This design comes from an exercise in tuning for small area on the open sky130 flow, not from production work.
At most, simulation tests tie the RTL to the original design; equivalence was not proved.
The flow treats the clock pin as an ideal source, which a real chip does not have.

## wip/amber
## custom_instr_accum_unit
module custom_instr_accum_unit #(
  parameter int unsigned       HART_COUNT     = 2,
  parameter int unsigned       ACC_COUNT      = 4,
  parameter int unsigned       DATA_W         = 32,
  parameter int unsigned       RESULT_LATENCY = 1,
  parameter logic [DATA_W-1:0] DEFAULT_RESULT = 32'hdeadbeef,
  localparam int unsigned      HID_W = (HART_COUNT > 1) ? $clog2(HART_COUNT) : 1,
  localparam int unsigned      SEL_W = (ACC_COUNT > 1) ? $clog2(ACC_COUNT) : 1
) (
  input  logic              clk,
  input  logic              rst,
  input  logic              valid_in,
  input  logic [HID_W-1:0]  hid_in,
  input  logic [4:0]        major_opcode_in,
  input  logic [2:0]        minor_opcode_in,
  input  logic [DATA_W-1:0] op1_in,
  input  logic [DATA_W-1:0] op2_in,
  input  logic [31:0]       imm_in,
  input  logic [6:0]        funct7_in,
  output logic [DATA_W-1:0] result_out,
  output logic [15:0]       illegal_count_out
);
export LEC_CHECK = 0
export ABC_AREA = 1
export CAP_MARGIN = 20
export CELL_PAD_IN_SITES_DETAIL_PLACEMENT = 1
export CELL_PAD_IN_SITES_GLOBAL_PLACEMENT = 1
export CORE_MARGIN = 2
export CORE_UTILIZATION = 35
export GPL_TIMING_DRIVEN = 0
export PLACE_DENSITY = 0.5
export SLEW_MARGIN = 20
export SYNTH_HIERARCHICAL = 1
export SYNTH_MINIMUM_KEEP_SIZE = 0
create_clock -name core_clock -period 10.0 [get_ports {clk}]
standard.sh (not shown) runs the stock make flow with config.mk's settings and CLKGATE_MAP_FILE= SYNTH_SCRIPT=/design/flow/synth_recipe.tcl, a recipe that flattens the netlist after the stock synthesis.
==> flow/flow/run.sh <==
#!/bin/bash
# Own layout flow: the standard ORFS flow with three changes.
#  1. Synthesis is synth_recipe.tcl unchanged except that ABC maps with
#     flow/abc_area.script (area-only mapping, no ABC buffering/upsizing);
#     OpenROAD's resizer does the timing repair afterwards.
#  2. Port buffers are the smallest buffer cell.
#  3. CTS uses small clock buffers and no dummy loads.
#  4. Synthesis leaves half adders to ABC (no ha cells).
#  5. Repair steps may not use the largest buffers (flow/hooks.tcl).
# Each tool's output goes to a log file of its own in this folder.
set -euo pipefail
W=$PWD
sed "s|@ABC_SCRIPT@|$W/flow/abc_area.script|; s|@FLOW_SYNTH@|$W/synth_recipe.tcl|" \
  flow/my_synth.tcl.in > my_synth.tcl
EXTRA=(
  "SYNTH_SCRIPT=$W/my_synth.tcl"
  "BUFFER_PORTS_ARGS=-buffer_cell sky130_fd_sc_hd__buf_1"
  "CTS_ARGS=-sink_clustering_enable -repair_clock_nets -dont_use_dummy_load -sink_clustering_size 8 -sink_clustering_max_diameter 50 -buf_list {sky130_fd_sc_hd__clkbuf_4}"
  "PRE_FLOORPLAN_TCL=$W/flow/hooks.tcl"
  "PRE_RESIZE_TCL=$W/flow/hooks.tcl"
  "PRE_CTS_TCL=$W/flow/hooks.tcl"
  "PRE_GLOBAL_ROUTE_TCL=$W/flow/hooks.tcl"
)
# Synthesis only: half adders stay plain gates for ABC (no ha cells), the
# platform's own don't-use list otherwise.
DU_PLATFORM="sky130_fd_sc_hd__probe_p_8 sky130_fd_sc_hd__probec_p_8 sky130_fd_sc_hd__lpflow_bleeder_1 sky130_fd_sc_hd__lpflow_clkbufkapwr_1 sky130_fd_sc_hd__lpflow_clkbufkapwr_16 sky130_fd_sc_hd__lpflow_clkbufkapwr_2 sky130_fd_sc_hd__lpflow_clkbufkapwr_4 sky130_fd_sc_hd__lpflow_clkbufkapwr_8 sky130_fd_sc_hd__lpflow_clkinvkapwr_1 sky130_fd_sc_hd__lpflow_clkinvkapwr_16 sky130_fd_sc_hd__lpflow_clkinvkapwr_2 sky130_fd_sc_hd__lpflow_clkinvkapwr_4 sky130_fd_sc_hd__lpflow_clkinvkapwr_8 sky130_fd_sc_hd__lpflow_decapkapwr_12 sky130_fd_sc_hd__lpflow_decapkapwr_3 sky130_fd_sc_hd__lpflow_decapkapwr_4 sky130_fd_sc_hd__lpflow_decapkapwr_6 sky130_fd_sc_hd__lpflow_decapkapwr_8 sky130_fd_sc_hd__lpflow_inputiso0n_1 sky130_fd_sc_hd__lpflow_inputiso0p_1 sky130_fd_sc_hd__lpflow_inputiso1n_1 sky130_fd_sc_hd__lpflow_inputiso1p_1 sky130_fd_sc_hd__lpflow_inputisolatch_1 sky130_fd_sc_hd__lpflow_isobufsrc_1 sky130_fd_sc_hd__lpflow_isobufsrc_16 sky130_fd_sc_hd__lpflow_isobufsrc_2 sky130_fd_sc_hd__lpflow_isobufsrc_4 sky130_fd_sc_hd__lpflow_isobufsrc_8 sky130_fd_sc_hd__lpflow_isobufsrckapwr_16 sky130_fd_sc_hd__lpflow_lsbuf_lh_hl_isowell_tap_1 sky130_fd_sc_hd__lpflow_lsbuf_lh_hl_isowell_tap_2 sky130_fd_sc_hd__lpflow_lsbuf_lh_hl_isowell_tap_4 sky130_fd_sc_hd__lpflow_lsbuf_lh_isowell_4 sky130_fd_sc_hd__lpflow_lsbuf_lh_isowell_tap_1 sky130_fd_sc_hd__lpflow_lsbuf_lh_isowell_tap_2 sky130_fd_sc_hd__lpflow_lsbuf_lh_isowell_tap_4"
bash standard.sh "${EXTRA[@]}" "DONT_USE_CELLS=$DU_PLATFORM sky130_fd_sc_hd__ha_1 sky130_fd_sc_hd__ha_2 sky130_fd_sc_hd__ha_4" synth > log_synth.txt 2>&1
bash standard.sh "${EXTRA[@]}" finish > log_finish.txt 2>&1
cp orfs/logs/sky130hd/custom_instr_accum_unit/base/*.log . 2>/dev/null || true
==> flow/flow/hooks.tcl <==
# Run before each step that repairs or sizes: keep buffering and sizing to
# small cells, so repair uses several small buffers rather than one large one.
set big {}
foreach lc [get_lib_cells sky130_fd_sc_hd__*] {
  set n [get_name $lc]
  if { [regexp {_(6|8|12|16)$} $n] && ![regexp {clkbuf|tap|fill|decap|diode} $n] } {
    lappend big $n
  }
}
set_dont_use $big
Other scripts of this flow, unchanged in this note and not shown: flow/flow/abc_area.script, flow/flow/my_synth.tcl.in
--- input diff wip/amber..wip/willow ---
diff --git a/flow/config.mk b/flow/config.mk
--- a/flow/config.mk
+++ b/flow/config.mk
@@ -12,5 +12,5 @@
 export CORE_MARGIN = 2
-export CORE_UTILIZATION = 35
+export CORE_UTILIZATION = 30
 export GPL_TIMING_DRIVEN = 0
-export PLACE_DENSITY = 0.5
+export PLACE_DENSITY = 0.45
 export SLEW_MARGIN = 20
==> comparison <==
- wip/willow completed; timing, DRC and antenna clean
- From wip/amber to wip/willow the numbers moved as follows: die width rose 7.9%; design area rose about 1.6%; number of clock buffers in the layout rose about 4%.
- wip/willow vs. wip/amber: total number of cells along the worst setup path increased by 4.0% relative to the old numbers, via count increased by about 1% relative to the old numbers.
- In the tables for wip/willow and wip/amber, number of vias per cell after detailed routing reads lower with wip/willow.
- Relative to wip/amber, clock skew decreased by 0.012 ns in wip/willow.
- Worst hold slack, wip/willow and wip/amber, higher one = wip/willow.
The inputs of wip/pepper differ from those of wip/willow as listed below.
==> flow/flow/hooks.tcl <==
# Run before each step that repairs or sizes: keep buffering and sizing to
# small cells, so repair uses several small buffers rather than one large one.
# Logic gates stay at drive strength 2 or less; buffers may go up to 4.
set big {}
foreach lc [get_lib_cells sky130_fd_sc_hd__*] {
  set n [get_name $lc]
  if { [regexp {clkbuf|tap|fill|decap|diode} $n] } { continue }
  if { [regexp {_(6|8|12|16)$} $n] || ([regexp {_4$} $n] && ![regexp {^sky130_fd_sc_hd__buf_4$} $n]) } {
    lappend big $n
  }
}
set_dont_use $big
diff --git a/flow/config.mk b/flow/config.mk
--- a/flow/config.mk
+++ b/flow/config.mk
@@ -8,3 +8,3 @@
 export ABC_AREA = 1
-export CAP_MARGIN = 20
+export CAP_MARGIN = 10
 export CELL_PAD_IN_SITES_DETAIL_PLACEMENT = 1
@@ -12,6 +12,6 @@
 export CORE_MARGIN = 2
-export CORE_UTILIZATION = 30
+export CORE_UTILIZATION = 35
 export GPL_TIMING_DRIVEN = 0
-export PLACE_DENSITY = 0.45
-export SLEW_MARGIN = 20
+export PLACE_DENSITY = 0.5
+export SLEW_MARGIN = 10
 export SYNTH_HIERARCHICAL = 1
==> comparison <==
Delta (wip/pepper minus wip/willow): critical path depth dropped about 23%, count of clock-buffer cells in the layout went down by 2.0%. Ratio of routed vias to standard cells | wip/pepper above wip/willow.
Edits applied to the flow inputs when going from wip/pepper to wip/umber:
==> flow/flow/hooks.tcl <==
# Run before each step that repairs or sizes: keep buffering and sizing to
# small cells, so repair uses several small buffers rather than one large one.
set big {}
foreach lc [get_lib_cells sky130_fd_sc_hd__*] {
  set n [get_name $lc]
  if { [regexp {_(6|8|12|16)$} $n] && ![regexp {clkbuf|tap|fill|decap|diode} $n] } {
    lappend big $n
  }
}
set_dont_use $big
diff --git a/flow/config.mk b/flow/config.mk
--- a/flow/config.mk
+++ b/flow/config.mk
@@ -12,5 +12,5 @@
 export CORE_MARGIN = 2
-export CORE_UTILIZATION = 35
+export CORE_UTILIZATION = 30
 export GPL_TIMING_DRIVEN = 0
-export PLACE_DENSITY = 0.5
+export PLACE_DENSITY = 0.45
 export SLEW_MARGIN = 10
- sky130_fd_sc_hd__nand2_1 as the cell at the slowest stage of the critical path was reported by wip/pepper, and sky130_fd_sc_hd__fa_1 by wip/umber.
- wip/umber -> wip/pepper: critical-path maximum fanout delta 0, exact match
- Combined flip-flop and latch cell area: wip/umber vs wip/pepper identical
- Compared with wip/pepper, wip/umber has extra setup slack.
- wip/pepper -> wip/umber: area share of xor/xnor cells in the synthesized design delta 0, exact match
- wip/pepper has a lower final area than wip/umber.
No run of this note included a check of the RTL's function; only the layout flow was run.

---

Starting RTL as in the previous note.
Settings: LEC_CHECK=0, ABC_AREA=1, CAP_MARGIN=10, CELL_PAD_IN_SITES_DETAIL_PLACEMENT=1, CELL_PAD_IN_SITES_GLOBAL_PLACEMENT=1, CORE_MARGIN=2, CORE_UTILIZATION=30, GPL_TIMING_DRIVEN=0, PLACE_DENSITY=0.45, SLEW_MARGIN=10, SYNTH_HIERARCHICAL=1, SYNTH_MINIMUM_KEEP_SIZE=0; clock period 10.0 ns.
==> flow/flow/run.sh <==
#!/bin/bash
# Own layout flow: the standard ORFS flow with three changes.
#  1. Synthesis is synth_recipe.tcl unchanged except that ABC maps with
#     flow/abc_area.script (area-only mapping, no ABC buffering/upsizing);
#     OpenROAD's resizer does the timing repair afterwards.
#  2. Port buffers are the smallest buffer cell.
#  3. CTS uses small clock buffers and no dummy loads.
#  4. Synthesis leaves half adders to ABC (no ha cells).
#  5. Repair steps may not use the largest buffers (flow/hooks.tcl).
# Each tool's output goes to a log file of its own in this folder.
set -euo pipefail
W=$PWD
sed "s|@ABC_SCRIPT@|$W/flow/abc_area.script|; s|@FLOW_SYNTH@|$W/synth_recipe.tcl|" \
  flow/my_synth.tcl.in > my_synth.tcl
EXTRA=(
  "SYNTH_SCRIPT=$W/my_synth.tcl"
  "BUFFER_PORTS_ARGS=-buffer_cell sky130_fd_sc_hd__buf_1"
  "CTS_ARGS=-sink_clustering_enable -repair_clock_nets -dont_use_dummy_load -sink_clustering_size 10 -sink_clustering_max_diameter 60 -buf_list {sky130_fd_sc_hd__clkbuf_2 sky130_fd_sc_hd__clkbuf_4}"
  "PRE_FLOORPLAN_TCL=$W/flow/hooks.tcl"
  "PRE_RESIZE_TCL=$W/flow/hooks.tcl"
  "PRE_CTS_TCL=$W/flow/hooks.tcl"
  "PRE_GLOBAL_ROUTE_TCL=$W/flow/hooks.tcl"
)
# Synthesis only: half adders stay plain gates for ABC (no ha cells), the
# platform's own don't-use list otherwise.
DU_PLATFORM="sky130_fd_sc_hd__probe_p_8 sky130_fd_sc_hd__probec_p_8 sky130_fd_sc_hd__lpflow_bleeder_1 sky130_fd_sc_hd__lpflow_clkbufkapwr_1 sky130_fd_sc_hd__lpflow_clkbufkapwr_16 sky130_fd_sc_hd__lpflow_clkbufkapwr_2 sky130_fd_sc_hd__lpflow_clkbufkapwr_4 sky130_fd_sc_hd__lpflow_clkbufkapwr_8 sky130_fd_sc_hd__lpflow_clkinvkapwr_1 sky130_fd_sc_hd__lpflow_clkinvkapwr_16 sky130_fd_sc_hd__lpflow_clkinvkapwr_2 sky130_fd_sc_hd__lpflow_clkinvkapwr_4 sky130_fd_sc_hd__lpflow_clkinvkapwr_8 sky130_fd_sc_hd__lpflow_decapkapwr_12 sky130_fd_sc_hd__lpflow_decapkapwr_3 sky130_fd_sc_hd__lpflow_decapkapwr_4 sky130_fd_sc_hd__lpflow_decapkapwr_6 sky130_fd_sc_hd__lpflow_decapkapwr_8 sky130_fd_sc_hd__lpflow_inputiso0n_1 sky130_fd_sc_hd__lpflow_inputiso0p_1 sky130_fd_sc_hd__lpflow_inputiso1n_1 sky130_fd_sc_hd__lpflow_inputiso1p_1 sky130_fd_sc_hd__lpflow_inputisolatch_1 sky130_fd_sc_hd__lpflow_isobufsrc_1 sky130_fd_sc_hd__lpflow_isobufsrc_16 sky130_fd_sc_hd__lpflow_isobufsrc_2 sky130_fd_sc_hd__lpflow_isobufsrc_4 sky130_fd_sc_hd__lpflow_isobufsrc_8 sky130_fd_sc_hd__lpflow_isobufsrckapwr_16 sky130_fd_sc_hd__lpflow_lsbuf_lh_hl_isowell_tap_1 sky130_fd_sc_hd__lpflow_lsbuf_lh_hl_isowell_tap_2 sky130_fd_sc_hd__lpflow_lsbuf_lh_hl_isowell_tap_4 sky130_fd_sc_hd__lpflow_lsbuf_lh_isowell_4 sky130_fd_sc_hd__lpflow_lsbuf_lh_isowell_tap_1 sky130_fd_sc_hd__lpflow_lsbuf_lh_isowell_tap_2 sky130_fd_sc_hd__lpflow_lsbuf_lh_isowell_tap_4"
bash standard.sh "${EXTRA[@]}" "DONT_USE_CELLS=$DU_PLATFORM sky130_fd_sc_hd__ha_1 sky130_fd_sc_hd__ha_2 sky130_fd_sc_hd__ha_4" synth > log_synth.txt 2>&1
bash standard.sh "${EXTRA[@]}" finish > log_finish.txt 2>&1
cp orfs/logs/sky130hd/custom_instr_accum_unit/base/*.log . 2>/dev/null || true
Other scripts of this flow, unchanged in this note and not shown: flow/flow/abc_area.script, flow/flow/hooks.tcl, flow/flow/my_synth.tcl.in
==> next run, changes <==
--- a/flow/flow/run.sh
+++ b/flow/flow/run.sh
@@ -17,3 +17,3 @@
   "BUFFER_PORTS_ARGS=-buffer_cell sky130_fd_sc_hd__buf_1"
-  "CTS_ARGS=-sink_clustering_enable -repair_clock_nets -dont_use_dummy_load -sink_clustering_size 10 -sink_clustering_max_diameter 60 -buf_list {sky130_fd_sc_hd__clkbuf_2 sky130_fd_sc_hd__clkbuf_4}"
+  "CTS_ARGS=-sink_clustering_enable -repair_clock_nets -dont_use_dummy_load -sink_clustering_size 8 -sink_clustering_max_diameter 50 -buf_list {sky130_fd_sc_hd__clkbuf_4}"
   "PRE_FLOORPLAN_TCL=$W/flow/hooks.tcl"
- CORE_UTILIZATION: 30 -> 35
- PLACE_DENSITY: 0.45 -> 0.5
Result: The new run produced a clean layout. Worst setup slack improves by 110 ps. Worst hold slack improves by 99 ps. Wire length decreases by 5.3%. Cell area decreases by 1.0%. Global-route usage increases by 2.7 points.
No run of this note included a check of the RTL's function; only the layout flow was run.

---

custom_instr_accum_unit, a different RTL version from the one above (not shown whole).
For scale: ~1800 cells after synthesis, roughly 310 flip-flops, roughly 160 I/O pins, roughly 0.023 mm2 of cells after synthesis.
==> flow/config.mk <==
export PLATFORM = sky130hd
export DESIGN_NAME = custom_instr_accum_unit
export DESIGN_NICKNAME = custom_instr_accum_unit
export VERILOG_FILES = /design/flow/design.v
export SDC_FILE = /design/flow/constraint.sdc
export NUM_CORES = 4
export LEC_CHECK = 0
export ABC_AREA = 1
export CAP_MARGIN = 20
export CORE_MARGIN = 2
export CORE_UTILIZATION = 40
export GPL_TIMING_DRIVEN = 0
export SLEW_MARGIN = 20
export SYNTH_HIERARCHICAL = 1
export SYNTH_MINIMUM_KEEP_SIZE = 0
==> flow/constraint.sdc <==
create_clock -name core_clock -period 10.0 [get_ports {clk}]
set_input_delay 2.0000 -clock core_clock [delete_from_list [all_inputs] [get_ports {clk}]]
set_output_delay 2.0000 -clock core_clock [all_outputs]
set_load 0.01 [all_outputs]
==> flow/flow/run.sh <==
#!/bin/bash
# Own layout flow: the standard ORFS flow with three changes.
#  1. Synthesis is synth_recipe.tcl unchanged except that ABC maps with
#     flow/abc_area.script (area-only mapping, no ABC buffering/upsizing);
#     OpenROAD's resizer does the timing repair afterwards.
#  2. Port buffers are the smallest buffer cell.
#  3. CTS uses small clock buffers and no dummy loads.
# Each tool's output goes to a log file of its own in this folder.
set -euo pipefail
W=$PWD
sed "s|@ABC_SCRIPT@|$W/flow/abc_area.script|; s|@FLOW_SYNTH@|$W/synth_recipe.tcl|" \
  flow/my_synth.tcl.in > my_synth.tcl
EXTRA=(
  "SYNTH_SCRIPT=$W/my_synth.tcl"
  "BUFFER_PORTS_ARGS=-buffer_cell sky130_fd_sc_hd__buf_1"
  "CTS_ARGS=-sink_clustering_enable -repair_clock_nets -dont_use_dummy_load -buf_list {sky130_fd_sc_hd__clkbuf_4}"
)
bash standard.sh "${EXTRA[@]}" synth > log_synth.txt 2>&1
bash standard.sh "${EXTRA[@]}" finish > log_finish.txt 2>&1
cp orfs/logs/sky130hd/custom_instr_accum_unit/base/*.log . 2>/dev/null || true
==> flow/flow/abc_area.script <==
&get -n
&st
&dch
&nf -R 1000
&put
topo
==> flow/flow/my_synth.tcl.in <==
# synth_recipe.tcl with ABC's mapping script replaced by an area-only one.
proc abc {args} {
  set i [lsearch -exact $args -script]
  if { $i >= 0 } { set args [lreplace $args [expr {$i + 1}] [expr {$i + 1}] @ABC_SCRIPT@] }
  yosys abc {*}$args
}
source @FLOW_SYNTH@
The baseline finished clean.
Change:
--- a/flow/flow/run.sh
+++ b/flow/flow/run.sh
@@ -14,5 +14,5 @@
   "SYNTH_SCRIPT=$W/my_synth.tcl"
   "BUFFER_PORTS_ARGS=-buffer_cell sky130_fd_sc_hd__buf_1"
-  "CTS_ARGS=-sink_clustering_enable -repair_clock_nets -dont_use_dummy_load -buf_list {sky130_fd_sc_hd__clkbuf_4}"
+  "CTS_ARGS=-sink_clustering_enable -repair_clock_nets -dont_use_dummy_load -buf_list {sky130_fd_sc_hd__clkbuf_4 sky130_fd_sc_hd__clkbuf_8}"
 )
 bash standard.sh "${EXTRA[@]}" synth > log_synth.txt 2>&1
Effect: Final area is about the same; count of clock-buffer cells in the layout decreases by 32; setup slack is better by 50 ps; worst hold slack gains 91 ps; non-clock buffer count stays the same.

==> separate check: timing with driven ports <==
The flow's constraints put no driver on any port. The routed layouts listed below were extracted and timed again, unchanged, in two steps.
Step 1: set_driving_cell puts a clkbuf_16 on clk and a buf_2 on each other input, an assumption about the parent block.
Step 2, shift: input delay + t, output delay - t, t = (earliest + latest rising clock arrival at the registers) / 2. This alone moves slack from input paths to output paths.
Three values: ideal ports, drivers, drivers and shift; two values: the first two.
| run | shift t [ns] | setup slack, ns | worst register clock-pin slew, ns |
|---|---|---|---|
| wip/amber | 0.831 | 0.401 / 0.435 / -0.396 | 0.10 / 0.10 |
| wip/willow | 0.767 | 0.393 / 0.416 / -0.351 | 0.10 / 0.10 |
| wip/pepper | 0.815 | 0.368 / 0.403 / -0.411 | 0.10 / 0.10 |
| wip/umber | 0.758 | 0.397 / 0.430 / -0.328 | 0.10 / 0.10 |
| the first run of note 2 | 0.793 | 0.291 / 0.332 / -0.462 | 0.12 / 0.12 |
| the second run of note 2 | 0.829 | 0.398 / 0.431 / -0.397 | 0.10 / 0.10 |
| the first run of note 3 | 0.755 | 0.391 / 0.425 / -0.331 | 0.07 / 0.07 |
| the second run of note 3 | 0.603 | 0.441 / 0.473 / -0.130 | 0.07 / 0.07 |
Met with ideal ports but missed after step 2: setup timing in every run listed. The setup slack of wip/amber, which loses most, moves by +0.034 ns with the drivers and by -0.797 ns with both steps.
